From an optimization exercise on the open Yosys and OpenROAD flow, aimed at small area, a short achievable clock period and few clock cycles per item; shortcuts taken in it are not production practice. Where RTL was checked, it was by simulation tests only, not by an equivalence proof against the original. Function not checked in runs 1 and 2: the RTL went through the layout flow alone.

## flow/design.v (module list and top-level ports; edited modules follow where they fit)
// module fp_mul_arbiter: 140 lines
// module mul24_csn: 1619 lines
// module bsel_cell: 4 lines
// module bsel1_cell: 3 lines
// module fa_cell: 4 lines
// module ha_cell: 4 lines
// module xnor_cell: 3 lines
// module or_cell: 3 lines
module fp_mul_arbiter #(
   parameter int unsigned CALC_CYCLES = 1
) (
   input  logic        clk,
   input  logic        rst,
   input  logic        req0_valid,
   input  logic        req1_valid,
   output logic        req0_ready,
   output logic        req1_ready,
   input  logic [31:0] req0_a,
   input  logic [31:0] req0_b,
   input  logic [31:0] req1_a,
   input  logic [31:0] req1_b,
   output logic        rsp_valid,
   input  logic        rsp_ready,
   output logic        rsp_id,
   output logic [31:0] rsp_data,
   output logic        busy
);
  // ...
==> flow/flow/run.sh <==
#!/bin/bash
set -euo pipefail
bash standard.sh "BUFFER_PORTS_ARGS=-buffer_cell sky130_fd_sc_hd__buf_1" SETUP_SLACK_MARGIN=6.0 finish > make.log 2>&1
==> flow/standard.sh <==
#!/bin/bash
# synth_recipe.tcl (not shown) runs the flow's synth.tcl, then flattens the netlist and writes it again
# the make line also repeats each setting of config.mk as NAME=value (left out here)
make -C /OpenROAD-flow-scripts/flow DESIGN_CONFIG=/design/flow/config.mk WORK_HOME=/design/flow/orfs CLKGATE_MAP_FILE= SYNTH_SCRIPT=/design/flow/synth_recipe.tcl "${@:-finish}"
==> flow/config.mk <==
export PLATFORM = sky130hd
export DESIGN_NAME = fp_mul_arbiter
export DESIGN_NICKNAME = fp_mul_arbiter
export VERILOG_FILES = /design/flow/design.v
export SDC_FILE = /design/flow/constraint.sdc
export NUM_CORES = 4
export LEC_CHECK = 0
export CAP_MARGIN = 20
export CORE_MARGIN = 2
export CORE_UTILIZATION = 40
export SETUP_SLACK_MARGIN = 5
export SLEW_MARGIN = 20
export SYNTH_HIERARCHICAL = 1
==> flow/constraint.sdc <==
create_clock -name core_clock -period 11.0 [get_ports {clk}]
set_input_delay 2.2000 -clock core_clock [delete_from_list [all_inputs] [get_ports {clk}]]
set_output_delay 2.2000 -clock core_clock [all_outputs]
set_load 0.01 [all_outputs]
==> flow_metrics.py, run 1 <==
metrics = {
    "setup_path": {
        "cp_top_family": "adder cells",
        "crit_arrival_ns": 5.31,
        "worstPathRequired_ns": 11.24,
    },
    "sta": {
        "finalCriticalPeriod_ns": 5.07,
        "max_freq_mhz": 197,
        "finalCritPeriodShare_pct": 46.1,
        "slew_headroom_pct": 36.2,
    },
    "grt": {
        "grt_max_degree": 161,
        "grt_pass1_wl_um": 119000,
        "antenna_found_initial": 3,
        "grt_busiest_layer": "met2",
        "grt_overflow": 0,
    },
    "drt": {
        "dr_wl_met3_um": 8990,
        "via_per_inst": 5.67,
        "drt_first_iter_violations": 2022,
        "m1WireLength_um": 31200,
        "wl_per_cell_um": 22.7,
    },
    "finish": {
        "final_cell_mix": "nand2_1 (775), fa_1 (448), edfxtp_1 (165), buf_1 (165), buf_4 (150)",
        "final-clk-cell-share_pct": 2.06,
        "clockBufferCount": 17,
        "final_net_count": 3319,
        "num-nonclk-inverters": 67,
        "post-route-util_pct": 47.6,
    },
    "min_path": {
        "hold_path.class": "flip-flop to flip-flop",
    },
    "floorplan": {
        "start_util_pct": 40.6,
    },
    "placement": {
        "hpwl_um": 48700,
        "io_buffers": 169,
    },
    "clocking": {
        "cts_tree": "yes",
        "h-tree-depth": 4,
    },
    "status": {
        "status": "timing/DRC/antenna clean",
    },
    "logic_synthesis": {
        "synth-simple-area-share_pct": 18.1,
        "synth_cells": 2446,
    },
}
==> module fp_mul_arbiter, before the edit <==
module fp_mul_arbiter #(
   parameter int unsigned CALC_CYCLES = 1
) (
   input  logic        clk,
   input  logic        rst,
   input  logic        req0_valid,
   input  logic        req1_valid,
   output logic        req0_ready,
   output logic        req1_ready,
   input  logic [31:0] req0_a,
   input  logic [31:0] req0_b,
   input  logic [31:0] req1_a,
   input  logic [31:0] req1_b,
   output logic        rsp_valid,
   input  logic        rsp_ready,
   output logic        rsp_id,
   output logic [31:0] rsp_data,
   output logic        busy
);
   logic        ptr_q;
   logic        adv, grant1, acc;
   logic        va_q, ida_q, sga_q;
   logic [30:0] a_q, b_q;
   logic        vb_q, idb_q, sgnb_q, nanb_q, infb_q, zerob_q;
   logic [25:0] sbn_q, cbn_q;  
   logic        cib_q;         
   logic        stb_q;         
   logic [8:0]  esb_q;         
   logic        vr_q, idr_q;
   logic [31:0] dr_q;
   assign adv        = ~(vr_q & ~rsp_ready);
   assign grant1     = req1_valid & (~req0_valid | ptr_q);
   assign req0_ready = ~rst & adv & ~(req1_valid & ptr_q);
   assign req1_ready = ~rst & adv & (ptr_q | ~req0_valid);
   assign acc        = ~rst & adv & (req0_valid | req1_valid);
   assign rsp_valid = vr_q;
   assign rsp_id    = idr_q;
   assign rsp_data  = dr_q;
   assign busy      = va_q | vb_q | vr_q;
   logic [7:0]  e1, e2;
   logic [22:0] f1, f2;
   logic        nan1, nan2, inf1, inf2, zero1, zero2;
   logic [47:0] cs_sn, cs_cn;
   logic [23:0] lo;
   logic [23:0] za, zb;
   logic        low_zero;
   assign e1    = a_q[30:23];
   assign e2    = b_q[30:23];
   assign f1    = a_q[22:0];
   assign f2    = b_q[22:0];
   assign nan1  = (e1 == 8'hFF) && (f1 != 23'd0);
   assign nan2  = (e2 == 8'hFF) && (f2 != 23'd0);
   assign inf1  = (e1 == 8'hFF) && (f1 == 23'd0);
   assign inf2  = (e2 == 8'hFF) && (f2 == 23'd0);
   assign zero1 = (e1 == 8'd0);
   assign zero2 = (e2 == 8'd0);
   mul24_csn u_mul (.x(f1), .y(f2), .sn(cs_sn), .cn(cs_cn));
   assign lo = {cs_sn[21:0], 1'b1} + {cs_cn[21:0], 1'b1};
   always_comb begin
      za[0] = 1'b1;
      zb[0] = 1'b1;
      for (int k = 1; k < 24; k++) begin
         za[k] = za[k-1] & ~f1[k-1];
         zb[k] = zb[k-1] & ~f2[k-1];
      end
      low_zero = 1'b0;
      for (int k = 0; k <= 22; k++) low_zero = low_zero | (za[k] & zb[22-k]);
   end
   logic [26:0]       pbx;
   logic [25:0]       pb;     
   logic              p47, rnd0, rnd1, ovf0, ovf1, huge, tiny;
   logic [22:0]       inc0, inc1, frac;
   logic [9:0]        ex0, ex1, ex2, ex;
   logic [31:0]       res;
   assign pbx  = {sbn_q, 1'b1} + {cbn_q, ~cib_q};
   assign pb   = ~pbx[26:1];
   assign p47  = pb[25];
   assign inc0 = pb[23:1] + 23'd1;
   assign inc1 = pb[24:2] + 23'd1;
   assign rnd0 = pb[0] & (stb_q | pb[1]);
   assign rnd1 = pb[1] & (stb_q | pb[0] | pb[2]);
   assign ovf0 = rnd0 & (&pb[24:1]);
   assign ovf1 = rnd1 & (&pb[24:2]);
   assign ex0  = {1'b0, esb_q} - 10'd127;
   assign ex1  = {1'b0, esb_q} - 10'd126;
   assign ex2  = {1'b0, esb_q} - 10'd125;
   always_comb begin
      if (p47) begin
         frac = rnd1 ? inc1 : pb[24:2];
         ex   = ovf1 ? ex2 : ex1;
      end else begin
         frac = rnd0 ? inc0 : pb[23:1];
         ex   = ovf0 ? ex1 : ex0;
      end
      huge = ~ex[9] & (ex[8] | (&ex[7:0]));    
      tiny = ex[9] | (ex == 10'd0);            
      if (nanb_q) begin
         res = 32'h7FC0_0000;
      end else if (infb_q || huge) begin
         res = {sgnb_q, 8'hFF, 23'd0};
      end else if (zerob_q || tiny) begin
         res = {sgnb_q, 31'd0};
      end else begin
         res = {sgnb_q, ex[7:0], frac};
      end
   end
   always_ff @(posedge clk) begin
      if (rst) begin
         ptr_q <= 1'b0;
         va_q  <= 1'b0;
         vb_q  <= 1'b0;
         vr_q  <= 1'b0;
      end else if (adv) begin
         if (acc) ptr_q <= ~grant1;
         va_q <= acc;
         vb_q <= va_q;
         vr_q <= vb_q;
      end
   end
   always_ff @(posedge clk) begin
      if (adv) begin
         ida_q   <= grant1;
         sga_q   <= grant1 ? (req1_a[31] ^ req1_b[31]) : (req0_a[31] ^ req0_b[31]);
         a_q     <= grant1 ? req1_a[30:0] : req0_a[30:0];
         b_q     <= grant1 ? req1_b[30:0] : req0_b[30:0];
         idb_q   <= ida_q;
         sgnb_q  <= sga_q;
         nanb_q  <= nan1 | nan2 | (inf1 & zero2) | (zero1 & inf2);
         infb_q  <= inf1 | inf2;
         zerob_q <= zero1 | zero2;
         esb_q   <= {1'b0, e1} + {1'b0, e2};
         sbn_q   <= cs_sn[47:22];
         cbn_q   <= cs_cn[47:22];
         cib_q   <= ~lo[23];
         stb_q   <= ~low_zero;
         idr_q   <= idb_q;
         dr_q    <= res;
      end
   end
endmodule
==> run 2: changes to the inputs <==
--- a/flow/design.v
+++ b/flow/design.v
@@ -22,7 +22,8 @@
    logic        va_q, ida_q, sga_q;
    logic [30:0] a_q, b_q;
    logic        vb_q, idb_q, sgnb_q, nanb_q, infb_q, zerob_q;
-   logic [25:0] sbn_q, cbn_q;  
+   logic [13:0] sbn_q, cbn_q;  
+   logic [11:0] hbn_q;         
    logic        cib_q;         
    logic        stb_q;         
    logic [8:0]  esb_q;         
@@ -42,6 +43,7 @@
    logic        nan1, nan2, inf1, inf2, zero1, zero2;
    logic [47:0] cs_sn, cs_cn;
    logic [23:0] lo;
+   logic [11:0] hin;
    logic [23:0] za, zb;
    logic        low_zero;
    assign e1    = a_q[30:23];
@@ -56,6 +58,7 @@
    assign zero2 = (e2 == 8'd0);
    mul24_csn u_mul (.x(f1), .y(f2), .sn(cs_sn), .cn(cs_cn));
    assign lo = {cs_sn[21:0], 1'b1} + {cs_cn[21:0], 1'b1};
+   assign hin = cs_sn[47:36] + cs_cn[47:36] + 12'd1;
    always_comb begin
       za[0] = 1'b1;
       zb[0] = 1'b1;
@@ -66,14 +69,14 @@
       low_zero = 1'b0;
       for (int k = 0; k <= 22; k++) low_zero = low_zero | (za[k] & zb[22-k]);
    end
-   logic [26:0]       pbx;
+   logic [15:0]       pbx;
    logic [25:0]       pb;     
    logic              p47, rnd0, rnd1, ovf0, ovf1, huge, tiny;
    logic [22:0]       inc0, inc1, frac;
    logic [9:0]        ex0, ex1, ex2, ex;
    logic [31:0]       res;
-   assign pbx  = {sbn_q, 1'b1} + {cbn_q, ~cib_q};
-   assign pb   = ~pbx[26:1];
+   assign pbx  = {1'b0, sbn_q, 1'b1} + {1'b0, cbn_q, ~cib_q};
+   assign pb   = {~hbn_q + {11'd0, ~pbx[15]}, ~pbx[14:1]};
    assign p47  = pb[25];
    assign inc0 = pb[23:1] + 23'd1;
    assign inc1 = pb[24:2] + 23'd1;
@@ -129,8 +132,9 @@
          infb_q  <= inf1 | inf2;
          zerob_q <= zero1 | zero2;
          esb_q   <= {1'b0, e1} + {1'b0, e2};
-         sbn_q   <= cs_sn[47:22];
-         cbn_q   <= cs_cn[47:22];
+         sbn_q   <= cs_sn[35:22];
+         cbn_q   <= cs_cn[35:22];
+         hbn_q   <= hin;
          cib_q   <= ~lo[23];
          stb_q   <= ~low_zero;
          idr_q   <= idb_q;
==> flow/flow/run.sh (replaced) <==
#!/bin/bash
set -euo pipefail
bash standard.sh "BUFFER_PORTS_ARGS=-buffer_cell sky130_fd_sc_hd__buf_1" finish > make.log 2>&1
==> run 2 against run 1 <==
Compared with the run above: synthesized area shrank 2.3%; clock skew grew 0.0020 ns; flip-flop and latch count shrank 12; hold slack lost 0.0050 ns; final area shrank 12%; critical path depth grew 1; die area shrank 2.2%; via count shrank 9.3%; clock-buffer cell count is the same; fmax shrank 12%; utilization shrank 4.6 points; critical path type unchanged; critical endpoint unchanged; highest routed layer unchanged.
==> flow_metrics.py, run 2 <==
metrics = {
    "drt": {
        "postRouteAntennaNets": 0,
        "wirelength_um": 69300,
        "vias": 17979,
        "first_pass_iters": 5,
        "via_per_inst": 5.56,
        "drt_first_iter_violations": 1470,
        "route.detailed.drc": 0,
        "wl_per_cell_um": 21.4,
    },
    "logic_synthesis": {
        "synth_common_cells": "nand2_1 (773), fa_1 (486), edfxtp_1 (153)",
        "synth_cell_type_count": 85,
        "yosysSeqAreaShare_pct": 19.0,
        "async_reset_ff_share_pct": 0,
        "avgSynthCellArea_um2": 10.2,
        "synth_edf_count": 153,
        "ys.flop_type": "edfxtp_1",
        "yosys-top-cells-area": "fa_1 (40%), edfxtp_1 (19%), nand2_1 (12%), buf_6 (4.4%), ha_1 (3.2%)",
        "synth_top_area_cell": "fa_1",
        "ys_ff_latch": 157,
        "yosys_warnings": 7,
        "synth_cells": 2401,
        "synth_top_cell_area_share_pct": 39.6,
        "synth_area_mm2": 0.0246,
        "yosysMostFrequentCell": "nand2_1",
    },
    "placement": {
        "post-place-ws_ns": 4.19,
        "place.gp.congestion": 0.882,
        "dpl_cell_area_mm2": 0.0246,
        "hpwl_um": 47500,
        "io_buffers": 169,
    },
    "finish": {
        "diodes": 0,
        "largest_reg_flops": 32,
        "final_common_cell": "nand2_1",
        "fin_area_mm2": 0.0260,
        "area_growth_pct": 6.05,
        "reg.largest.list": "dr_q (32), a_q (31), b_q (31)",
        "final_cell_mix": "nand2_1 (772), fa_1 (484), buf_1 (169)",
        "final_net_count": 3118,
        "post-route-util_pct": 43.0,
        "largest-register": "dr_q",
        "drive_gt1_share_pct": 7.43,
    },
    "sta": {
        "slew_violations": 0,
        "setup_viol": 0,
        "worst_pin_slew_ns": 1.07,
        "setup_slack_ns": 5.26,
        "finalCriticalPeriod_ns": 5.74,
        "fin_tns_setup_ns": 0,
        "finalClockSkew_ns": 0.0167,
        "rsz0062_at_grt": "no",
        "slew_headroom_pct": 28.2,
        "hold_viol_final": 0,
        "max_freq_mhz": 174,
        "finalCritPeriodShare_pct": 52.2,
    },
    "setup_path": {
        "critPathLaunchType": "flip-flop",
        "path_cells": "buf_8 -> nand2_1 -> fa_1 -> fa_1 -> fa_1 -> fa_1 -> fa_1 -> fa_1 -> xnor2_1 -> ha_1 -> a21o_1 -> a21o_1 -> a21oi_1 -> nand2_1 -> a211oi_1 -> a211o_1",
        "r2r_cells": 16,
        "crit_arrival_ns": 6.02,
        "path_common_cell": "fa_1",
        "crit_buf_inv": 1,
        "critPathKind": "flip-flop to flip-flop",
        "worstPathRequired_ns": 11.28,
        "worst-path-stages": 16,
        "slowest_stage": "edfxtp_1",
        "cp_max_fo": 15,
        "critPathMaxStageDelay_ns": 0.84,
        "cp_top_family": "adder cells",
        "end_kind": "flip-flop",
    },
    "grt": {
        "grt_pass1_vias": 19241,
        "antenna_found_initial": 0,
        "grtUsageTotal_pct": 21.7,
        "grt_max_degree": 86,
        "grt_pass1_wl_um": 106000,
        "grt_overflow": 0,
    },
    "floorplan": {
        "std_cell_rows": 90,
        "die-area_mm2": 0.0634,
        "die_y_um": 252,
        "core_mm2": 0.0606,
        "die_w_um": 252,
        "io_pins": 170,
        "start_util_pct": 40.5,
    },
    "min_path": {
        "min_path_cells": 0,
        "hold_path.class": "flip-flop to flip-flop",
    },
    "clocking": {
        "cts_tree": "yes",
        "clkLatencyLatePin_ns": 0.47,
        "cts_sinks": 157,
        "cts_buffers": 17,
        "root_buffer": "clkbuf_16",
        "cts_buffer_depth": 2,
        "cts-hold-fix-buffers": 0,
        "clk_pin_slew_ns": 0.07,
        "h-tree-depth": 4,
    },
    "run": {
        "max_cap_viol_count": 0,
    },
    "status": {
        "status": "timing/DRC/antenna clean",
    },
}
[run 2: cell count changes after synthesis, sizes merged, moves of 9 or more]
cell,delta
xnor2,+10
nor2,+10
edfxtp,-12
o21ai,-9
nand2,-10
nor3,-15
a21oi,-9
buf,-10
inv,+17
[run 2: area by class of cell]
| cell class | count | area (µm²) |
|---|---|---|
| multi-input cells | 1932 | 17900 |
| fillers | 5781 | 34500 |
| repair buffers | 245 | 1650 |
| flip-flops and latches | 157 | 4670 |
| clock inverters | 15 | 153 |
| inverters | 84 | 319 |
| clock buffers | 17 | 425 |
| well taps | 782 | 978 |
[run 2: metal layers]
layer | global-route usage, % | share of wire [%] | vias up | wire, µm
li1 | - | - | 7775 | -
met1 | 28.7 | 40 | 9093 | 27800
met2 | 35.3 | 47 | 961 | 32600
met3 | 4.02 | 9.3 | 150 | 6450
met4 | 9.03 | 3.5 | 0 | 2410
met5 | 0 | 0 | - | 0
[run 2: per-module statistics from Yosys, one instance, submodules excluded]
module / flops+latches / cells / cell area (µm²) / copies in the design
fp_mul_arbiter: 157 / 1107 / 10600 / 1
fa_cell: 0 / 1 / 20.0 / 483
mul24_csn: 0 / 765 / 3920 / 1
xnor_cell: 0 / 1 / 8.76 / 23
or_cell: 0 / 1 / 6.26 / 23
[run 2: timing repair]
item	in CTS	in global routing
setup endpoints to repair	33	33
buffers inserted	8	10
cloned	1	8
resized for setup	51	72
pin swaps	2	11
[run 2: worst reg2reg max path, cell delays in order, from the launching register on]
cell and delay, ns:
edfxtp_1 0.84, buf_8 0.25, nand2_1 0.10, fa_1 0.43
fa_1 0.45, fa_1 0.43, fa_1 0.50, fa_1 0.57
fa_1 0.45, xnor2_1 0.20, ha_1 0.27, a21o_1 0.16
a21o_1 0.16, a21oi_1 0.17, nand2_1 0.09, a211oi_1 0.23
a211o_1 0.25
[run 2: stage by stage]
| step | hold WS (ns) | cells |
|---|---|---|
| floorplan | 0.400 | 2403 |
| global placement | 0.403 | 3172 |
| detailed placement | 0.407 | 3173 |
| CTS | 0.424 | 3214 |
| global route | 0.435 | 3232 |
| finish | 0.422 | 3232 |
[run 2: worst paths after layout]
check                                 startpoint              end  slack [ns]
worst min-delay path             ida_q$_DFFE_PN_  idb_q$_DFFE_PN_        0.42
worst max register to register  a_q[6]$_DFFE_PN_  cib_q$_DFFE_PN_        5.26
worst max-delay path            a_q[6]$_DFFE_PN_  cib_q$_DFFE_PN_        5.26
worst min register to register   ida_q$_DFFE_PN_  idb_q$_DFFE_PN_        0.42
[run 2: kinds of logic (layout without fill, tap and decap cells)]
group / Yosys count / in the layout / share of synthesized area, %
AND/OR/NAND/NOR: 1051 / 1051 / 18.2
adder cells (fa/ha/maj): 548 / 548 / 42.8
buffers and inverters: 315 / 361 / 9.30
AO/OA/AOI/OAI: 221 / 222 / 6.79
flip-flops: 157 / 157 / 19.0
XOR/XNOR: 106 / 106 / 3.81
other: 2 / 4 / 0.0306
multiplexers: 1 / 1 / 0.0458
==> run 3: changes to the inputs <==
--- a/flow/design.v
+++ b/flow/design.v
@@ -22,8 +22,7 @@
    logic        va_q, ida_q, sga_q;
    logic [30:0] a_q, b_q;
    logic        vb_q, idb_q, sgnb_q, nanb_q, infb_q, zerob_q;
-   logic [13:0] sbn_q, cbn_q;  
-   logic [11:0] hbn_q;         
+   logic [25:0] sbn_q, cbn_q;  
    logic        cib_q;         
    logic        stb_q;         
    logic [8:0]  esb_q;         
@@ -43,7 +42,6 @@
    logic        nan1, nan2, inf1, inf2, zero1, zero2;
    logic [47:0] cs_sn, cs_cn;
    logic [23:0] lo;
-   logic [11:0] hin;
    logic [23:0] za, zb;
    logic        low_zero;
    assign e1    = a_q[30:23];
@@ -58,7 +56,6 @@
    assign zero2 = (e2 == 8'd0);
    mul24_csn u_mul (.x(f1), .y(f2), .sn(cs_sn), .cn(cs_cn));
    assign lo = {cs_sn[21:0], 1'b1} + {cs_cn[21:0], 1'b1};
-   assign hin = cs_sn[47:36] + cs_cn[47:36] + 12'd1;
    always_comb begin
       za[0] = 1'b1;
       zb[0] = 1'b1;
@@ -69,14 +66,14 @@
       low_zero = 1'b0;
       for (int k = 0; k <= 22; k++) low_zero = low_zero | (za[k] & zb[22-k]);
    end
-   logic [15:0]       pbx;
+   logic [26:0]       pbx;
    logic [25:0]       pb;     
    logic              p47, rnd0, rnd1, ovf0, ovf1, huge, tiny;
    logic [22:0]       inc0, inc1, frac;
    logic [9:0]        ex0, ex1, ex2, ex;
    logic [31:0]       res;
-   assign pbx  = {1'b0, sbn_q, 1'b1} + {1'b0, cbn_q, ~cib_q};
-   assign pb   = {~hbn_q + {11'd0, ~pbx[15]}, ~pbx[14:1]};
+   assign pbx  = {sbn_q, 1'b1} + {cbn_q, ~cib_q};
+   assign pb   = ~pbx[26:1];
    assign p47  = pb[25];
    assign inc0 = pb[23:1] + 23'd1;
    assign inc1 = pb[24:2] + 23'd1;
@@ -87,16 +84,21 @@
    assign ex0  = {1'b0, esb_q} - 10'd127;
    assign ex1  = {1'b0, esb_q} - 10'd126;
    assign ex2  = {1'b0, esb_q} - 10'd125;
+   logic [2:0] hg, tn;
+   logic       sel2, sel1;
+   assign hg[0] = ~ex0[9] & (ex0[8] | (&ex0[7:0]));
+   assign hg[1] = ~ex1[9] & (ex1[8] | (&ex1[7:0]));
+   assign hg[2] = ~ex2[9] & (ex2[8] | (&ex2[7:0]));
+   assign tn[0] = ex0[9] | (ex0 == 10'd0);
+   assign tn[1] = ex1[9] | (ex1 == 10'd0);
+   assign tn[2] = ex2[9] | (ex2 == 10'd0);
+   assign sel2 = p47 & ovf1;
+   assign sel1 = p47 ? ~ovf1 : ovf0;
    always_comb begin
-      if (p47) begin
-         frac = rnd1 ? inc1 : pb[24:2];
-         ex   = ovf1 ? ex2 : ex1;
-      end else begin
-         frac = rnd0 ? inc0 : pb[23:1];
-         ex   = ovf0 ? ex1 : ex0;
-      end
-      huge = ~ex[9] & (ex[8] | (&ex[7:0]));    
-      tiny = ex[9] | (ex == 10'd0);            
+      frac = p47 ? (rnd1 ? inc1 : pb[24:2]) : (rnd0 ? inc0 : pb[23:1]);
+      ex   = sel2 ? ex2 : (sel1 ? ex1 : ex0);
+      huge = sel2 ? hg[2] : (sel1 ? hg[1] : hg[0]);
+      tiny = sel2 ? tn[2] : (sel1 ? tn[1] : tn[0]);
       if (nanb_q) begin
          res = 32'h7FC0_0000;
       end else if (infb_q || huge) begin
@@ -132,9 +134,8 @@
          infb_q  <= inf1 | inf2;
          zerob_q <= zero1 | zero2;
          esb_q   <= {1'b0, e1} + {1'b0, e2};
-         sbn_q   <= cs_sn[35:22];
-         cbn_q   <= cs_cn[35:22];
-         hbn_q   <= hin;
+         sbn_q   <= cs_sn[47:22];
+         cbn_q   <= cs_cn[47:22];
          cib_q   <= ~lo[23];
          stb_q   <= ~low_zero;
          idr_q   <= idb_q;
==> run 3 against run 2 <==
Compared with the run above: flip-flop and latch count grew 12; still clean on timing, DRC and antenna; die area up 1.5%; setup slack improved by 0.074 ns; synthesized cell count is 2.4% higher; wire length fell by 2.5%; hold slack got worse by 0.0041 ns.
==> flow_metrics.py, run 3 <==
metrics = {
    "setup_path": {
        "critPathLaunchType": "input pin",
        "path_cells": "buf_1 -> nor2b_4 -> clkinvlp_4 -> and3b_1 -> buf_1",
        "cp_max_fo": 24,
        "end_kind": "primary output",
        "path_common_cell": "buf_1",
        "slowest_stage": "clkinvlp_4",
        "critPathMaxStageDelay_ns": 0.46,
        "cp_top_family": "buffers and inverters",
        "crit_arrival_ns": 3.46,
        "crit_buf_inv": 3,
        "worstPathRequired_ns": 8.80,
        "critPathKind": "input pin to primary output",
    },
    "logic_synthesis": {
        "yosysMostFrequentCell": "nand2_1",
        "synth_top_cell_area_share_pct": 38.9,
        "yosys-top-cells-area": "fa_1 (39%), edfxtp_1 (20%), nand2_1 (12%), buf_6 (4.2%), ha_1 (3.1%)",
        "yosysSeqAreaShare_pct": 20.2,
        "ys_ff_latch": 169,
        "avgSynthCellArea_um2": 10.1,
        "synth_edf_count": 165,
        "ys.flop_type": "edfxtp_1",
        "yosys_warnings": 7,
        "synth_cell_type_count": 87,
        "synth_top_area_cell": "fa_1",
        "synth_area_mm2": 0.0249,
        "synth_common_cells": "nand2_1 (790), fa_1 (485), edfxtp_1 (165)",
        "synth_cells": 2459,
        "async_reset_ff_share_pct": 0,
    },
    "sta": {
        "finalClockSkew_ns": 0.0154,
        "worst_pin_slew_ns": 1.01,
        "setup_viol": 0,
        "rsz0062_at_grt": "no",
        "fin_tns_setup_ns": 0,
        "hold_viol_final": 0,
        "finalCriticalPeriod_ns": 5.66,
        "finalCritPeriodShare_pct": 51.5,
        "slew_headroom_pct": 32.4,
        "max_freq_mhz": 177,
        "slew_violations": 0,
    },
    "finish": {
        "final_cells": 3324,
        "final_cell_mix": "nand2_1 (789), fa_1 (485), buf_1 (169)",
        "final_net_count": 3154,
        "reg.largest.list": "dr_q (32), a_q (31), b_q (31)",
        "final_common_cell": "nand2_1",
        "area_growth_pct": 3.36,
        "largest_reg_flops": 32,
        "post-route-util_pct": 41.8,
        "largest-register": "dr_q",
        "drive_gt1_share_pct": 5.23,
        "diodes": 0,
    },
    "clocking": {
        "cts_buffer_depth": 2,
        "cts_tree": "yes",
        "root_buffer": "clkbuf_16",
        "h-tree-depth": 4,
        "clk_pin_slew_ns": 0.07,
        "cts_buffers": 17,
        "clkLatencyLatePin_ns": 0.46,
        "cts_sinks": 169,
    },
    "run": {
        "max_cap_viol_count": 0,
    },
    "floorplan": {
        "io_pins": 170,
        "start_util_pct": 40.4,
        "die_y_um": 254,
        "core_mm2": 0.0617,
        "std_cell_rows": 91,
        "die-area_mm2": 0.0644,
        "die_w_um": 254,
    },
    "placement": {
        "placedCellCount": 3283,
        "place.gp.congestion": 0.862,
        "hpwl_um": 47200,
        "io_buffers": 169,
    },
    "grt": {
        "grt_pass1_wl_um": 107000,
        "grtUsageTotal_pct": 21.6,
        "grt_max_degree": 67,
        "grt_overflow": 0,
        "grt_pass1_vias": 19442,
        "antenna_found_initial": 0,
    },
    "drt": {
        "route.detailed.drc": 0,
        "wirelength_um": 67600,
        "wl_per_cell_um": 20.3,
        "vias": 18206,
        "drt_first_iter_violations": 1579,
        "postRouteAntennaNets": 0,
        "via_per_inst": 5.48,
        "first_pass_iters": 5,
    },
    "min_path": {
        "hold_path.class": "flip-flop to flip-flop",
    },
    "status": {
        "status": "timing/DRC/antenna clean",
    },
}
## run 3: cell count changes after synthesis, moves of 7 or more
| cell | before | now |
|---|---|---|
| xnor2_1 | 79 | 54 |
| nand3_1 | 19 | 30 |
| a21oi_1 | 54 | 76 |
| a2111oi_2 | 13 | 0 |
| inv_1 | 83 | 68 |
| nand2_1 | 773 | 790 |
| a31oi_1 | 4 | 13 |
| a211oi_1 | 10 | 20 |
| o21ai_0 | 29 | 45 |
| edfxtp_1 | 153 | 165 |
| o21a_1 | 9 | 17 |
| mux2i_1 | 0 | 9 |
| or3_1 | 11 | 18 |
| a21o_1 | 25 | 16 |
## run 3: modules after synthesis, one instance, submodules excluded
module | cells inside | area (µm²) | copies in the design | flops+latches
fp_mul_arbiter | 1165 | 11000 | 1 | 169
mul24_csn | 765 | 3920 | 1 | 0
fa_cell | 1 | 20.0 | 483 | 0
xnor_cell | 1 | 8.76 | 23 | 0
or_cell | 1 | 6.26 | 23 | 0
## run 3: area by class of cell
| class | count | area [µm²] |
|---|---|---|
| clock buffers | 18 | 429 |
| repair buffers | 226 | 1100 |
| fillers | 6047 | 35900 |
| flip-flops and latches | 169 | 5030 |
| multi-input cells | 1990 | 17700 |
| well taps | 837 | 1050 |
| clock inverters | 14 | 170 |
| repair inverters | 1 | 5.00 |
| inverters | 69 | 263 |
## run 3: metal layers
layer  GRT usage [%]  share of wire (%)  up-vias
li1                -                  -     7965
met1            29.5                 42     9132
met2            33.8                 46      973
met3            5.25                9.5      136
met4            7.31                2.5        0
met5               0                  0        -
## run 3: logic make-up after synthesis
group,synth area share [%]
simple gates,18.4
compound gates,7.11
other cells,0.0301
mux,0.497
buf+inv,8.83
fa+ha+maj,42.0
flops,20.2
xor+xnor,2.89
## run 3: metrics by stage
step                      hold WS [ns]  instance area [µm²]  setup slack, ns
final                            0.418                25800             5.34
after global routing             0.438                25800             5.14
after CTS                        0.421                25700             5.00
after detailed placement         0.406                25100             4.74
after global placement           0.403                25100             4.87
after floorplan                  0.400                25000             3.62
## run 3: timing repair
item,in CTS,in global routing
cloned,1,0
endpoints found under the setup margin,2,1
gates resized for setup,0,1
buffers inserted,1,7
hold buffers,0,0
## run 3: final timing paths
kind	startpoint	end	slack (ns)	depth (start not counted)
max	rsp_ready	req1_ready	5.34	5
min	ida_q$_DFFE_PN_	idb_q$_DFFE_PN_	0.42	0
max reg2reg	a_q[13]$_DFFE_PN_	cib_q$_DFFE_PN_	5.44	18
min reg2reg	ida_q$_DFFE_PN_	idb_q$_DFFE_PN_	0.42	0
Testbench counts of run 3, summed over its fixed seeds: cycles 3,224, items 3,200.
==> run 4: changes to the inputs <==
==> flow/flow/run.sh (replaced) <==
#!/bin/bash
set -euo pipefail
bash standard.sh "BUFFER_PORTS_ARGS=-buffer_cell sky130_fd_sc_hd__buf_1" SETUP_SLACK_MARGIN=5.5 finish > make.log 2>&1
==> run 4 against run 3 <==
Compared with the run above: still clean; critical path depth increased by 13; largest cell class unchanged; clock-buffer cell count unchanged; first-iteration DRC count grew 7.9%; hold slack about the same; register-to-register slack gained 0.24 ns; critical endpoint is now cib_q$_DFFE_PN_; highest routed layer unchanged.
==> flow_metrics.py, run 4 <==
metrics = {
    "finish": {
        "reg.largest.list": "dr_q (32), a_q (31), b_q (31)",
        "diodes": 0,
        "largest_reg_flops": 32,
        "area_growth_pct": 5.78,
        "final_cell_mix": "nand2_1 (789), fa_1 (485), buf_1 (169)",
        "largest-register": "dr_q",
        "final_net_count": 3177,
        "drive_gt1_share_pct": 6.14,
        "final_common_cell": "nand2_1",
        "fill_cells": 5973,
    },
    "clocking": {
        "root_buffer": "clkbuf_16",
        "cts_sinks": 169,
        "cts_buffer_depth": 2,
        "cts_tree": "yes",
        "h-tree-depth": 4,
        "clk_pin_slew_ns": 0.07,
        "clkLatencyLatePin_ns": 0.46,
        "cts_buffers": 17,
    },
    "logic_synthesis": {
        "synth_edf_count": 165,
        "synth_top_area_cell": "fa_1",
        "ys_ff_latch": 169,
        "avgSynthCellArea_um2": 10.1,
        "synth_common_cells": "nand2_1 (790), fa_1 (485), edfxtp_1 (165)",
        "synth_cell_type_count": 87,
        "yosysSeqAreaShare_pct": 20.2,
        "yosys_warnings": 7,
        "yosysMostFrequentCell": "nand2_1",
        "synth_cells": 2459,
        "ys.flop_type": "edfxtp_1",
        "yosys-top-cells-area": "fa_1 (39%), edfxtp_1 (20%), nand2_1 (12%), buf_6 (4.2%), ha_1 (3.1%)",
        "synth_top_cell_area_share_pct": 38.9,
        "async_reset_ff_share_pct": 0,
        "synth_area_mm2": 0.0249,
    },
    "drt": {
        "wl_per_cell_um": 20.5,
        "dr_wl_met3_um": 6710,
        "route.detailed.drc": 0,
        "m1WireLength_um": 28600,
        "vias": 18410,
        "top_layer": "met4",
        "wirelength_um": 68600,
        "via_per_inst": 5.50,
        "first_pass_iters": 7,
        "met2_length_um": 31900,
        "drt_first_iter_violations": 1703,
        "postRouteAntennaNets": 0,
    },
    "grt": {
        "grt_pass1_vias": 19535,
        "antenna_found_initial": 0,
        "grt_pass1_wl_um": 107000,
        "grt_overflow": 0,
        "grt_max_degree": 67,
        "grtUsageTotal_pct": 21.6,
    },
    "floorplan": {
        "start_util_pct": 40.4,
        "die-area_mm2": 0.0644,
        "die_y_um": 254,
        "die_w_um": 254,
        "io_pins": 170,
        "core_mm2": 0.0617,
        "std_cell_rows": 91,
    },
    "setup_path": {
        "path_common_cell": "fa_1",
        "r2r_setup_slack_ns": 5.68,
        "r2r_cells": 18,
        "critPathLaunchType": "flip-flop",
        "r2r_start": "b_q[14]$_DFFE_PN_",
        "critPathMaxStageDelay_ns": 0.55,
        "reg2reg_to": "cib_q$_DFFE_PN_",
        "cp_max_fo": 27,
        "crit_arrival_ns": 5.56,
        "end_kind": "flip-flop",
        "path_cells": "buf_6 -> nand2_1 -> fa_1 -> fa_1 -> fa_1 -> fa_1 -> fa_1 -> or2_1 -> xnor2_1 -> ha_1 -> nor2b_1 -> o21ai_0 -> nand2b_1 -> a21oi_1 -> nor2b_1 -> o21ai_0 -> nand2b_1 -> a221oi_4",
        "worstPathRequired_ns": 11.23,
        "crit_buf_inv": 1,
        "cp_top_family": "adder cells",
        "slowest_stage": "fa_1",
        "critPathKind": "flip-flop to flip-flop",
    },
    "min_path": {
        "min_path_cells": 0,
        "hold_path.class": "flip-flop to flip-flop",
        "hold_start": "ida_q$_DFFE_PN_",
        "hold_end": "idb_q$_DFFE_PN_",
    },
    "sta": {
        "max_freq_mhz": 188,
        "finalClockSkew_ns": 0.0146,
        "finalCritPeriodShare_pct": 48.4,
        "hold_viol_final": 0,
        "slew_headroom_pct": 31.9,
        "finalCriticalPeriod_ns": 5.32,
        "fin_tns_setup_ns": 0,
        "slew_violations": 0,
        "rsz0062_at_grt": "no",
        "setup_viol": 0,
        "worst_pin_slew_ns": 1.02,
    },
    "placement": {
        "place.gp.congestion": 0.862,
        "hpwl_um": 47200,
        "io_buffers": 169,
    },
    "status": {
        "status": "timing/DRC/antenna clean",
    },
    "run": {
        "max_cap_viol_count": 0,
    },
}
run 4: cell counts after synthesis:
No cell type changed its count.
run 4: cells by family (layout without fill, tap and decap cells):
group / after synthesis / in the layout / synth area share [%]
AND/OR/NAND/NOR: 1085 / 1085 / 18.4
AO/OA/AOI/OAI: 263 / 263 / 7.11
other: 2 / 4 / 0.0301
flip-flops: 169 / 169 / 20.2
adder cells (fa/ha/maj): 547 / 547 / 42.0
buffers and inverters: 302 / 351 / 8.83
multiplexers: 12 / 12 / 0.497
XOR/XNOR: 79 / 79 / 2.89
run 4: timing repair:
action / 4_1_cts / 5_1_grt
hold buffers: 0 / 0
cloned: 2 / 8
pin swaps: 0 / 1
buffers inserted: 11 / 11
gates resized for setup: 1 / 74
setup endpoints to repair: 2 / 19
run 4: final cells by class:
cell class              instances  area [µm²]  share of cell area (%)
inverters                      69         263                   0.996
repair buffers                248        1670                    6.35
clock buffers                  18         429                    1.63
multi-input cells            1990       17800                    67.3
flip-flops and latches        169        5030                    19.1
well taps                     837        1050                    3.97
clock inverters                14         170                   0.645
repair inverters                2        10.0                  0.0379
run 4: how the worst max path moves through the flow:
stage                 startpoint              end  slack [ns]  depth (start not counted)
4_1_cts        a_q[13]$_DFFE_PN_  cib_q$_DFFE_PN_        5.43                         18
2_1_floorplan          rsp_ready       req1_ready        3.62                          3
3_3_place_gp    b_q[3]$_DFFE_PN_  cib_q$_DFFE_PN_        4.87                         17
3_5_place_dp    b_q[3]$_DFFE_PN_  cib_q$_DFFE_PN_        4.74                         17
5_1_grt        b_q[11]$_DFFE_PN_  cib_q$_DFFE_PN_        5.45                         18
6_report       b_q[14]$_DFFE_PN_  cib_q$_DFFE_PN_        5.68                         18
run 4: through the flow:
stage / instance area [µm²] / hold slack (ns) / cells / util, % / worst slack (ns)
floorplan: 25000 / 0.400 / 2461 / - / 3.62
global placement: 25100 / 0.403 / 3283 / 40.6 / 4.87
detailed placement: 25100 / 0.406 / 3283 / 40.6 / 4.74
CTS: 25800 / 0.421 / 3328 / 41.8 / 5.43
global route: 26400 / 0.438 / 3347 / 42.7 / 5.45
finish: 26400 / 0.418 / 3347 / 42.7 / 5.68
run 4: Yosys stat by module (local to each module, per instance):
module | copies in the design | cells inside | area [µm²] | flops+latches
mul24_csn | 1 | 765 | 3920 | 0
fp_mul_arbiter | 1 | 1165 | 11000 | 169
or_cell | 23 | 1 | 6.26 | 0
xnor_cell | 23 | 1 | 8.76 | 0
fa_cell | 483 | 1 | 20.0 | 0
run 4: per-layer routing:
metal  up-vias  GRT usage [%]
met5         -              0
met1      9287           29.3
met4         0           7.50
met2       987           34.0
met3       113           5.42
li1       8023              -
==> run 5: changes to the inputs <==
--- a/flow/config.mk
+++ b/flow/config.mk
@@ -7,7 +7,7 @@
 export LEC_CHECK = 0
 export CAP_MARGIN = 20
 export CORE_MARGIN = 2
-export CORE_UTILIZATION = 40
+export CORE_UTILIZATION = 65
 export SETUP_SLACK_MARGIN = 5
 export SLEW_MARGIN = 20
 export SYNTH_HIERARCHICAL = 1
==> run 5 against run 4 <==
Compared with the run above: clock-buffer cell count down 1; utilization up 25 points; sequential share of layout area up 0.50 points; flip-flop and latch count unchanged; largest cell class unchanged.
==> flow_metrics.py, run 5 <==
metrics = {
    "sta": {
        "fin_tns_setup_ns": 0,
        "max_freq_mhz": 186,
        "finalCritPeriodShare_pct": 48.9,
        "finalClockSkew_ns": 0.0168,
        "slew_headroom_pct": 38.6,
        "hold_viol_final": 0,
        "slew_violations": 0,
        "setup_viol": 0,
        "rsz0062_at_grt": "no",
        "worst_pin_slew_ns": 0.920,
        "finalCriticalPeriod_ns": 5.38,
    },
    "drt": {
        "route.detailed.drc": 0,
        "postRouteAntennaNets": 0,
        "vias": 18604,
        "drt_first_iter_violations": 1947,
        "wirelength_um": 66400,
        "first_pass_iters": 8,
        "via_per_inst": 6.19,
        "wl_per_cell_um": 22.1,
    },
    "logic_synthesis": {
        "synth_cells": 2459,
        "yosysMostFrequentCell": "nand2_1",
        "synth_top_area_cell": "fa_1",
        "avgSynthCellArea_um2": 10.1,
        "synth_area_mm2": 0.0249,
        "synth_edf_count": 165,
        "synth_top_cell_area_share_pct": 38.9,
        "ys.flop_type": "edfxtp_1",
        "yosys-top-cells-area": "fa_1 (39%), edfxtp_1 (20%), nand2_1 (12%), buf_6 (4.2%), ha_1 (3.1%)",
        "synth_common_cells": "nand2_1 (790), fa_1 (485), edfxtp_1 (165)",
        "synth_cell_type_count": 87,
        "yosys_warnings": 7,
        "yosysSeqAreaShare_pct": 20.2,
        "ys_ff_latch": 169,
        "async_reset_ff_share_pct": 0,
    },
    "finish": {
        "final_common_cell": "nand2_1",
        "area_growth_pct": 3.08,
        "diodes": 0,
        "final_cell_mix": "nand2_1 (789), fa_1 (485), buf_1 (169)",
        "drive_gt1_share_pct": 5.50,
        "largest-register": "dr_q",
        "fin_area_mm2": 0.0257,
        "final_net_count": 3160,
        "largest_reg_flops": 32,
        "reg.largest.list": "dr_q (32), a_q (31), b_q (31)",
        "fill_cells": 2931,
    },
    "placement": {
        "dpl_cell_area_mm2": 0.0246,
        "hpwl_um": 44800,
        "io_buffers": 169,
        "place.gp.congestion": 0.902,
    },
    "floorplan": {
        "core_mm2": 0.0378,
        "die-area_mm2": 0.0399,
        "io_pins": 170,
        "die_w_um": 200,
        "std_cell_rows": 71,
        "die_y_um": 200,
        "start_util_pct": 66.1,
    },
    "setup_path": {
        "slowest_stage": "buf_16",
        "path_cells": "buf_1 -> nor2b_4 -> clkinvlp_4 -> buf_16 -> and3b_1 -> buf_1",
        "worstPathRequired_ns": 8.80,
        "end_kind": "primary output",
        "path_common_cell": "buf_1",
        "crit_buf_inv": 4,
        "crit_arrival_ns": 3.18,
        "critPathKind": "input pin to primary output",
        "cp_top_family": "buffers and inverters",
        "critPathLaunchType": "input pin",
        "cp_max_fo": 43,
        "critPathMaxStageDelay_ns": 0.21,
    },
    "clocking": {
        "h-tree-depth": 4,
        "clk_pin_slew_ns": 0.07,
        "root_buffer": "clkbuf_16",
        "clkLatencyLatePin_ns": 0.46,
        "cts_buffers": 17,
        "cts_tree": "yes",
        "cts_sinks": 169,
        "cts_buffer_depth": 2,
    },
    "grt": {
        "grt_max_degree": 86,
        "grt_pass1_vias": 19091,
        "grt_overflow": 0,
        "grt_pass1_wl_um": 104000,
        "grtUsageTotal_pct": 34.6,
        "antenna_found_initial": 0,
    },
    "min_path": {
        "hold_path.class": "flip-flop to flip-flop",
    },
    "run": {
        "max_cap_viol_count": 0,
    },
    "status": {
        "status": "timing/DRC/antenna clean",
    },
}
-- run 5: cell counts after synthesis --
No cell type changed its count.
-- run 5: repair_timing --
action / in CTS / in global routing
setup endpoints to repair: 2 / 18
cloned: 1 / 1
resized for setup: 1 / 49
setup buffers: 5 / 13
hold buffers: 0 / 0
-- run 5: final timing paths --
path | startpoint | slack [ns] | to | cells after the start
setup / recovery | rsp_ready | 5.62 | req1_ready | 6
hold / removal | ida_q$_DFFE_PN_ | 0.42 | idb_q$_DFFE_PN_ | 0
setup reg to reg | a_q[16]$_DFFE_PN_ | 5.77 | cib_q$_DFFE_PN_ | 14
hold reg to reg | ida_q$_DFFE_PN_ | 0.42 | idb_q$_DFFE_PN_ | 0
-- run 5: worst reg2reg max path: stages (launching register included) --
cell and delay (ns):
edfxtp_1 0.32, buf_4 0.37, nand2_1 0.19, fa_1 0.61
fa_1 0.50, fa_1 0.43, fa_1 0.45, fa_1 0.53
fa_1 0.45, or2_1 0.25, ha_1 0.30, nor2b_1 0.13
o21ai_0 0.15, nand2b_1 0.07, a221oi_1 0.29
-- run 5: cells by family (layout without fill, tap and decap cells) --
family	after synthesis	in the layout	synth area share, %
and+or+nand+nor	1085	1085	18.4
adders and majority gates	547	547	42.0
buffers and inverters	302	334	8.83
AOI/OAI and AO/OA	263	263	7.11
DFF	169	169	20.2
xor gates and xnor gates	79	79	2.89
muxes	12	12	0.497
other	2	4	0.0301
-- run 5: final cells by class --
| cell class | count | area, µm² | share of cell area [%] |
|---|---|---|---|
| multi-input combinational | 1990 | 17700 | 69.0 |
| clock inverter | 15 | 176 | 0.686 |
| inverter | 69 | 263 | 1.02 |
| clock buffer | 17 | 425 | 1.65 |
| sequential | 169 | 5030 | 19.6 |
| tap | 511 | 639 | 2.49 |
| timing repair buffer | 233 | 1430 | 5.57 |
-- run 5: stage by stage --
stage | utilization, % | std cells | hold WS (ns) | setup WS (ns)
after floorplan | - | 2461 | 0.400 | 3.62
after global placement | 65.2 | 2952 | 0.401 | 5.23
after detailed placement | 65.2 | 2952 | 0.407 | 5.18
after CTS | 67.1 | 2990 | 0.425 | 5.51
after global routing | 68.1 | 3004 | 0.446 | 5.49
final | 68.1 | 3004 | 0.424 | 5.62
-- run 5: Yosys stat by module, one instance, submodules excluded --
module,cells inside,flip-flops and latches,area [µm²]
fp_mul_arbiter,1165,169,11000
mul24_csn,765,0,3920
fa_cell,1,0,20.0
or_cell,1,0,6.26
xnor_cell,1,0,8.76
-- run 5: routing by layer --
layer / global-route usage, % / vias up / routed length [µm]
met5: 0 / - / 0
met4: 13.0 / 0 / 2430
met3: 9.76 / 200 / 7490
met2: 53.3 / 1163 / 30600
met1: 47.4 / 9251 / 25900
li1: - / 7990 / -
==> run 6: changes to the inputs <==
--- a/flow/config.mk
+++ b/flow/config.mk
@@ -7,7 +7,7 @@
 export LEC_CHECK = 0
 export CAP_MARGIN = 20
 export CORE_MARGIN = 2
-export CORE_UTILIZATION = 65
+export CORE_UTILIZATION = 55
 export SETUP_SLACK_MARGIN = 5
 export SLEW_MARGIN = 20
 export SYNTH_HIERARCHICAL = 1
==> run 6 against run 5 <==
Compared with the run above: utilization decreased by 11 points; critical path depth increased by 12; highest routed layer is now met5; sequential share of layout area decreased by 0.080 points; first-iteration DRC count decreased by 14%; flip-flop and latch count unchanged; synthesized area unchanged; die area increased by 18%; wire length increased by 2.0%; largest cell class unchanged; register-to-register slack got worse by 0.03 ns.
==> flow_metrics.py, run 6 <==
metrics = {
    "logic_synthesis": {
        "avgSynthCellArea_um2": 10.1,
        "synth_edf_count": 165,
        "ys.flop_type": "edfxtp_1",
        "synth-simple-area-share_pct": 18.4,
        "synth_common_cells": "nand2_1 (790), fa_1 (485), edfxtp_1 (165)",
        "synth_cell_type_count": 87,
        "synth_cells": 2459,
        "ys_ff_latch": 169,
        "yosys_warnings": 7,
        "synthAdderAreaFrac_pct": 42.0,
        "synth_area_mm2": 0.0249,
        "synthMuxAreaShare_pct": 0.497,
        "synth_compound_gate_area_share_pct": 7.11,
        "synth_top_cell_area_share_pct": 38.9,
        "synth_top_family_by_area": "adder cells",
        "yosys-top-cells-area": "fa_1 (39%), edfxtp_1 (20%), nand2_1 (12%), buf_6 (4.2%), ha_1 (3.1%)",
        "yosysMostFrequentCell": "nand2_1",
        "yosys.area_share.xor_xnor_pct": 2.89,
        "synth_top_area_cell": "fa_1",
        "yosysSeqAreaShare_pct": 20.2,
        "async_reset_ff_share_pct": 0,
    },
    "finish": {
        "final_common_cell": "nand2_1",
        "fill_cells": 3988,
        "area_growth_pct": 3.50,
        "reg.largest.list": "dr_q (32), a_q (31), b_q (31)",
        "final_net_count": 3169,
        "largest_reg_flops": 32,
        "diodes": 0,
        "largest-register": "dr_q",
        "final_cell_mix": "nand2_1 (789), fa_1 (485), buf_1 (169)",
        "drive_gt1_share_pct": 5.92,
        "fin_area_mm2": 0.0258,
    },
    "sta": {
        "fin_tns_setup_ns": 0,
        "worst_pin_slew_ns": 1.03,
        "finalClockSkew_ns": 0.0310,
        "finalCriticalPeriod_ns": 5.26,
        "max_freq_mhz": 190,
        "setup_viol": 0,
        "hold_viol_final": 0,
        "rsz0062_at_grt": "yes",
        "slew_headroom_pct": 31.2,
        "finalCritPeriodShare_pct": 47.8,
        "slew_violations": 0,
        "whs_ns": 0.429,
    },
    "setup_path": {
        "r2r_cells": 18,
        "critPathKind": "flip-flop to flip-flop",
        "path_common_cell": "fa_1",
        "path_cells": "buf_4 -> nand2_1 -> fa_1 -> fa_1 -> fa_1 -> fa_1 -> fa_1 -> or2_1 -> xnor2_1 -> ha_1 -> nor2b_1 -> o21ai_0 -> nand2b_1 -> a21oi_1 -> nor2b_1 -> o21ai_0 -> nand2b_1 -> a221oi_1",
        "end_kind": "flip-flop",
        "crit_arrival_ns": 5.55,
        "cp_max_fo": 26,
        "critPathMaxStageDelay_ns": 0.55,
        "worst-path-stages": 18,
        "crit_buf_inv": 1,
        "slowest_stage": "fa_1",
        "critPathLaunchType": "flip-flop",
        "worstPathRequired_ns": 11.30,
        "cp_top_family": "adder cells",
    },
    "run": {
        "max_cap_viol_count": 0,
    },
    "placement": {
        "place.gp.congestion": 0.926,
        "io_buffers": 169,
        "hpwl_um": 48200,
        "dpl_cell_area_mm2": 0.0248,
    },
    "floorplan": {
        "die_y_um": 217,
        "io_pins": 170,
        "start_util_pct": 55.3,
        "die_w_um": 217,
        "std_cell_rows": 78,
        "die-area_mm2": 0.0471,
        "core_mm2": 0.0451,
    },
    "grt": {
        "grt_pass1_wl_um": 106000,
        "antenna_found_initial": 2,
        "grt_pass1_vias": 19280,
        "grt_max_degree": 74,
        "grt_overflow": 0,
        "grtUsageTotal_pct": 29.7,
    },
    "clocking": {
        "root_buffer": "clkbuf_16",
        "h-tree-depth": 4,
        "cts-hold-fix-buffers": 0,
        "clkLatencyLatePin_ns": 0.51,
        "cts_buffer_depth": 2,
        "cts_buffers": 17,
        "clk_pin_slew_ns": 0.07,
        "cts_sinks": 169,
        "cts_tree": "yes",
    },
    "drt": {
        "route.detailed.drc": 0,
        "via_per_inst": 5.88,
        "wirelength_um": 67700,
        "first_pass_iters": 5,
        "vias": 18245,
        "drt_first_iter_violations": 1674,
        "postRouteAntennaNets": 0,
        "wl_per_cell_um": 21.8,
    },
    "status": {
        "status": "timing/DRC/antenna clean",
    },
    "min_path": {
        "min_path_cells": 0,
        "hold_path.class": "flip-flop to flip-flop",
    },
}
==> run 6: per-stage QoR <==
stage               setup slack (ns)  util (%)  std cells
global route                    5.43      57.2       3102
finish                          5.74      57.2       3102
global placement                4.95      54.8       3039
floorplan                       3.62         -       2461
CTS                             5.48      56.8       3094
detailed placement              4.93      55.1       3045
==> run 6: final timing paths <==
check	startpoint	slack [ns]	endpoint
setup / recovery	b_q[13]$_DFFE_PN_	5.74	cib_q$_DFFE_PN_
hold / removal	sga_q$_DFFE_PN_	0.43	sgnb_q$_DFFE_PN_
setup reg to reg	b_q[13]$_DFFE_PN_	5.74	cib_q$_DFFE_PN_
hold reg to reg	sga_q$_DFFE_PN_	0.43	sgnb_q$_DFFE_PN_
==> run 6: repair_timing <==
item,4_1_cts,5_1_grt
resized for setup,2,21
setup buffers,15,7
cloned,2,1
pin swaps,0,0
endpoints found under the setup margin,3,8
==> run 6: routing by layer <==
metal / part of all wire, % / global-route usage (%)
met5: 0.038 / 0
met3: 9.5 / 7.28
met1: 42 / 42.2
met2: 47 / 46.4
met4: 2.0 / 7.24
==> run 6: modules after synthesis, one instance, submodules excluded <==
module,cells inside,times used,flip-flops and latches
fp_mul_arbiter,1165,1,169
mul24_csn,765,1,0
fa_cell,1,483,0
xnor_cell,1,23,0
or_cell,1,23,0
==> run 6: worst register-to-register path, stage by stage (launching register included) <==
cell      delay (ns)
edfxtp_1        0.32
buf_4           0.38
nand2_1         0.14
fa_1            0.55
fa_1            0.45
fa_1            0.41
fa_1            0.55
fa_1            0.44
or2_1           0.26
xnor2_1         0.17
ha_1            0.26
nor2b_1         0.13
o21ai_0         0.16
nand2b_1        0.08
a21oi_1         0.15
nor2b_1         0.06
o21ai_0         0.16
nand2b_1        0.07
a221oi_1        0.30
==> run 6: layout make-up <==
type                            instances  area, µm²  area share [%]
Multi-Input combinational cell       1990      17700            68.7
Clock inverter                         15        200           0.776
Inverter                               69        263            1.02
Sequential cell                       169       5030            19.5
Clock buffer                           17        425            1.65
Timing Repair Buffer                  240       1390            5.37
Timing Repair inverter                  2       10.0          0.0388
Tap cell                              600        751            2.91
==> run 6: cell families (layout without fill, tap and decap cells) <==
kind of cell	Yosys count	in the layout
buf+inv	302	343
fa+ha+maj	547	547
compound gates	263	263
other cells	2	4
mux	12	12
simple gates	1085	1085
flops	169	169
xor+xnor	79	79
==> run 7: changes to the inputs <==
==> flow/flow/run.sh (replaced) <==
#!/bin/bash
set -euo pipefail
bash standard.sh "BUFFER_PORTS_ARGS=-buffer_cell sky130_fd_sc_hd__buf_1" SETUP_SLACK_MARGIN=5.7 finish > make.log 2>&1
==> run 7 against run 6 <==
Compared with the run above: hold slack better by 0.0016 ns; synthesized area stayed put; critical path type is now input pin to primary output; fmax is 1.1% higher; clock-buffer cell count stayed put; critical endpoint is now req1_ready; cell count is 0.58% higher; flip-flop and latch count stayed put.
==> flow_metrics.py, run 7 <==
metrics = {
    "status": {
        "status": "timing/DRC/antenna clean",
    },
    "grt": {
        "grt_max_degree": 74,
        "grt_pass1_wl_um": 106000,
        "grt_pass1_vias": 19272,
        "grt_overflow": 0,
        "antenna_found_initial": 2,
        "grtUsageTotal_pct": 29.8,
    },
    "setup_path": {
        "crit_arrival_ns": 3.00,
        "r2r_setup_slack_ns": 5.84,
        "r2r_start": "b_q[4]$_DFFE_PN_",
        "r2r_cells": 15,
        "end_kind": "primary output",
        "worstPathRequired_ns": 8.80,
        "critPathKind": "input pin to primary output",
        "reg2reg_to": "cib_q$_DFFE_PN_",
        "cp_max_fo": 7,
        "critPathLaunchType": "input pin",
    },
    "logic_synthesis": {
        "synth_cells": 2459,
        "synth_common_cells": "nand2_1 (790), fa_1 (485), edfxtp_1 (165)",
        "ys.flop_type": "edfxtp_1",
        "synth_cell_type_count": 87,
        "ys_ff_latch": 169,
        "synth_top_area_cell": "fa_1",
        "yosys-top-cells-area": "fa_1 (39%), edfxtp_1 (20%), nand2_1 (12%), buf_6 (4.2%), ha_1 (3.1%)",
        "async_reset_ff_share_pct": 0,
        "synth_area_mm2": 0.0249,
        "avgSynthCellArea_um2": 10.1,
        "yosysMostFrequentCell": "nand2_1",
        "synth_edf_count": 165,
        "yosys_warnings": 7,
        "synth_top_cell_area_share_pct": 38.9,
        "yosysSeqAreaShare_pct": 20.2,
    },
    "finish": {
        "post-route-util_pct": 58.2,
        "area_growth_pct": 5.24,
        "diodes": 0,
        "reg.largest.list": "dr_q (32), a_q (31), b_q (31)",
        "drive_gt1_share_pct": 6.71,
        "largest-register": "dr_q",
        "final_cell_mix": "nand2_1 (789), fa_1 (484), buf_1 (169)",
        "final_net_count": 3187,
        "final_cells": 3120,
        "largest_reg_flops": 32,
        "final_common_cell": "nand2_1",
        "fill_cells": 3929,
    },
    "floorplan": {
        "die_y_um": 217,
        "die_w_um": 217,
        "start_util_pct": 55.3,
        "std_cell_rows": 78,
        "io_pins": 170,
        "core_mm2": 0.0451,
        "die-area_mm2": 0.0471,
    },
    "sta": {
        "max_freq_mhz": 192,
        "slew_headroom_pct": 30.4,
        "fin_tns_setup_ns": 0,
        "slew_violations": 0,
        "setup_viol": 0,
        "worst_pin_slew_ns": 1.04,
        "hold_viol_final": 0,
        "whs_ns": 0.431,
        "finalClockSkew_ns": 0.0366,
        "finalCriticalPeriod_ns": 5.20,
        "finalCritPeriodShare_pct": 47.2,
        "rsz0062_at_grt": "yes",
    },
    "placement": {
        "io_buffers": 169,
        "place.gp.congestion": 0.926,
        "hpwl_um": 48200,
        "placedCellCount": 3045,
    },
    "drt": {
        "wirelength_um": 69900,
        "drt_first_iter_violations": 1769,
        "first_pass_iters": 6,
        "via_per_inst": 5.92,
        "postRouteAntennaNets": 0,
        "route.detailed.drc": 0,
        "wl_per_cell_um": 22.4,
        "vias": 18456,
    },
    "run": {
        "max_cap_viol_count": 0,
    },
    "clocking": {
        "cts_buffers": 17,
        "clkLatencyLatePin_ns": 0.51,
        "clk_pin_slew_ns": 0.07,
        "cts_sinks": 169,
        "cts_buffer_depth": 2,
        "cts-hold-fix-buffers": 0,
        "h-tree-depth": 4,
        "root_buffer": "clkbuf_16",
        "cts_tree": "yes",
    },
    "min_path": {
        "hold_end": "sgnb_q$_DFFE_PN_",
        "min_path_cells": 0,
        "hold_path.class": "flip-flop to flip-flop",
        "hold_start": "sga_q$_DFFE_PN_",
    },
}
-- run 7: cell counts after synthesis --
No cell type changed its count.
-- run 7: how the worst max path moves through the flow --
stage                     start              end  slack (ns)
6_report              rsp_ready       req1_ready        5.80
5_1_grt        b_q[4]$_DFFE_PN_  cib_q$_DFFE_PN_        5.67
3_3_place_gp          rsp_ready       req1_ready        4.95
2_1_floorplan         rsp_ready       req1_ready        3.62
4_1_cts        b_q[8]$_DFFE_PN_  cib_q$_DFFE_PN_        5.70
3_5_place_dp          rsp_ready       req1_ready        4.93
-- run 7: metal layers --
| metal | up-vias | global-route usage [%] | routed length [µm] |
|---|---|---|---|
| li1 | 8035 | - | - |
| met1 | 9316 | 42.1 | 29000 |
| met2 | 992 | 46.5 | 32100 |
| met3 | 111 | 7.38 | 7330 |
| met4 | 2 | 7.37 | 1440 |
| met5 | - | 0 | 13 |
-- run 7: kinds of logic after synthesis --
kind of cell / share of synthesized area [%]
xor+xnor: 2.89
other cells: 0.0301
simple gates: 18.4
fa+ha+maj: 42.0
compound gates: 7.11
flops: 20.2
buf+inv: 8.83
mux: 0.497
-- run 7: timing repair --
action / in CTS / in global routing
gates cloned: 2 / 9
resized for setup: 17 / 45
setup buffers: 22 / 10
setup endpoints to repair: 13 / 13
pin swaps: 0 / 2
-- run 7: worst max-delay path, stage by stage --
cell and delay [ns]:
buf_1 0.10, nor2b_4 0.26, clkinvlp_4 0.14, and3b_1 0.18
buf_1 0.12
-- run 7: per-module statistics from Yosys (local to each module, per instance) --
module,copies in the design,flops+latches,cells inside
fa_cell,483,0,1
fp_mul_arbiter,1,169,1165
mul24_csn,1,0,765
or_cell,23,0,1
xnor_cell,23,0,1
-- run 7: cell type report --
| type | count | area [µm²] | share of cell area [%] |
|---|---|---|---|
| clock buffers | 17 | 425 | 1.62 |
| clock inverters | 15 | 200 | 0.763 |
| inverters | 69 | 263 | 1.00 |
| multi-input cells | 1990 | 17800 | 67.7 |
| flip-flops and latches | 169 | 5030 | 19.2 |
| well taps | 600 | 751 | 2.86 |
| repair buffers | 258 | 1800 | 6.84 |
| repair inverters | 2 | 10.0 | 0.0381 |
-- run 7: per-stage QoR --
stage	instance area, µm²	worst slack (ns)
floorplan	25000	3.62
global placement	24700	4.95
detailed placement	24800	4.93
CTS	25700	5.70
global route	26200	5.67
finish	26200	5.80

## separate check: timing with driven ports
How much do the figures lean on ideal ports? The routed layouts below were timed once more, with nothing changed but the port constraints. Step 1 (the two cells are an assumption about what drives the block):
set clk [get_ports {clk}]
set_driving_cell -lib_cell sky130_fd_sc_hd__clkbuf_16 $clk
set_driving_cell -lib_cell sky130_fd_sc_hd__buf_2 [delete_from_list [all_inputs] $clk]
Step 2 adds t to the input delays and takes it off the output delays; t is the mean of the earliest and latest rising clock arrival at the registers after step 1. Input paths then give back, and output paths get back, about the clock's delay inside the block. a / b / c = ideal ports / drivers / drivers and shift; a / b = the first two.
| run | t (ns) | setup WS [ns] | worst hold slack (ns) |
|---|---|---|---|
| run 1 | 0.533 | 5.929 / 5.929 / 5.929 | 0.427 / 0.427 / 0.427 |
| run 2 | 0.510 | 5.262 / 5.262 / 5.262 | 0.422 / 0.422 / 0.422 |
| run 3 | 0.493 | 5.336 / 5.316 / 5.316 | 0.418 / 0.418 / 0.418 |
| run 4 | 0.493 | 5.676 / 5.676 / 5.676 | 0.418 / 0.418 / 0.418 |
| run 5 | 0.508 | 5.618 / 5.597 / 5.597 | 0.424 / 0.424 / 0.424 |
| run 6 | 0.547 | 5.745 / 5.735 / 5.735 | 0.429 / 0.429 / 0.429 |
| run 7 | 0.551 | 5.803 / 5.779 / 5.779 | 0.431 / 0.431 / 0.431 |
After both steps every run listed still meets setup and hold. For run 7, which loses most, drivers alone change the setup slack by -0.024 ns; drivers and shift together by -0.024 ns.
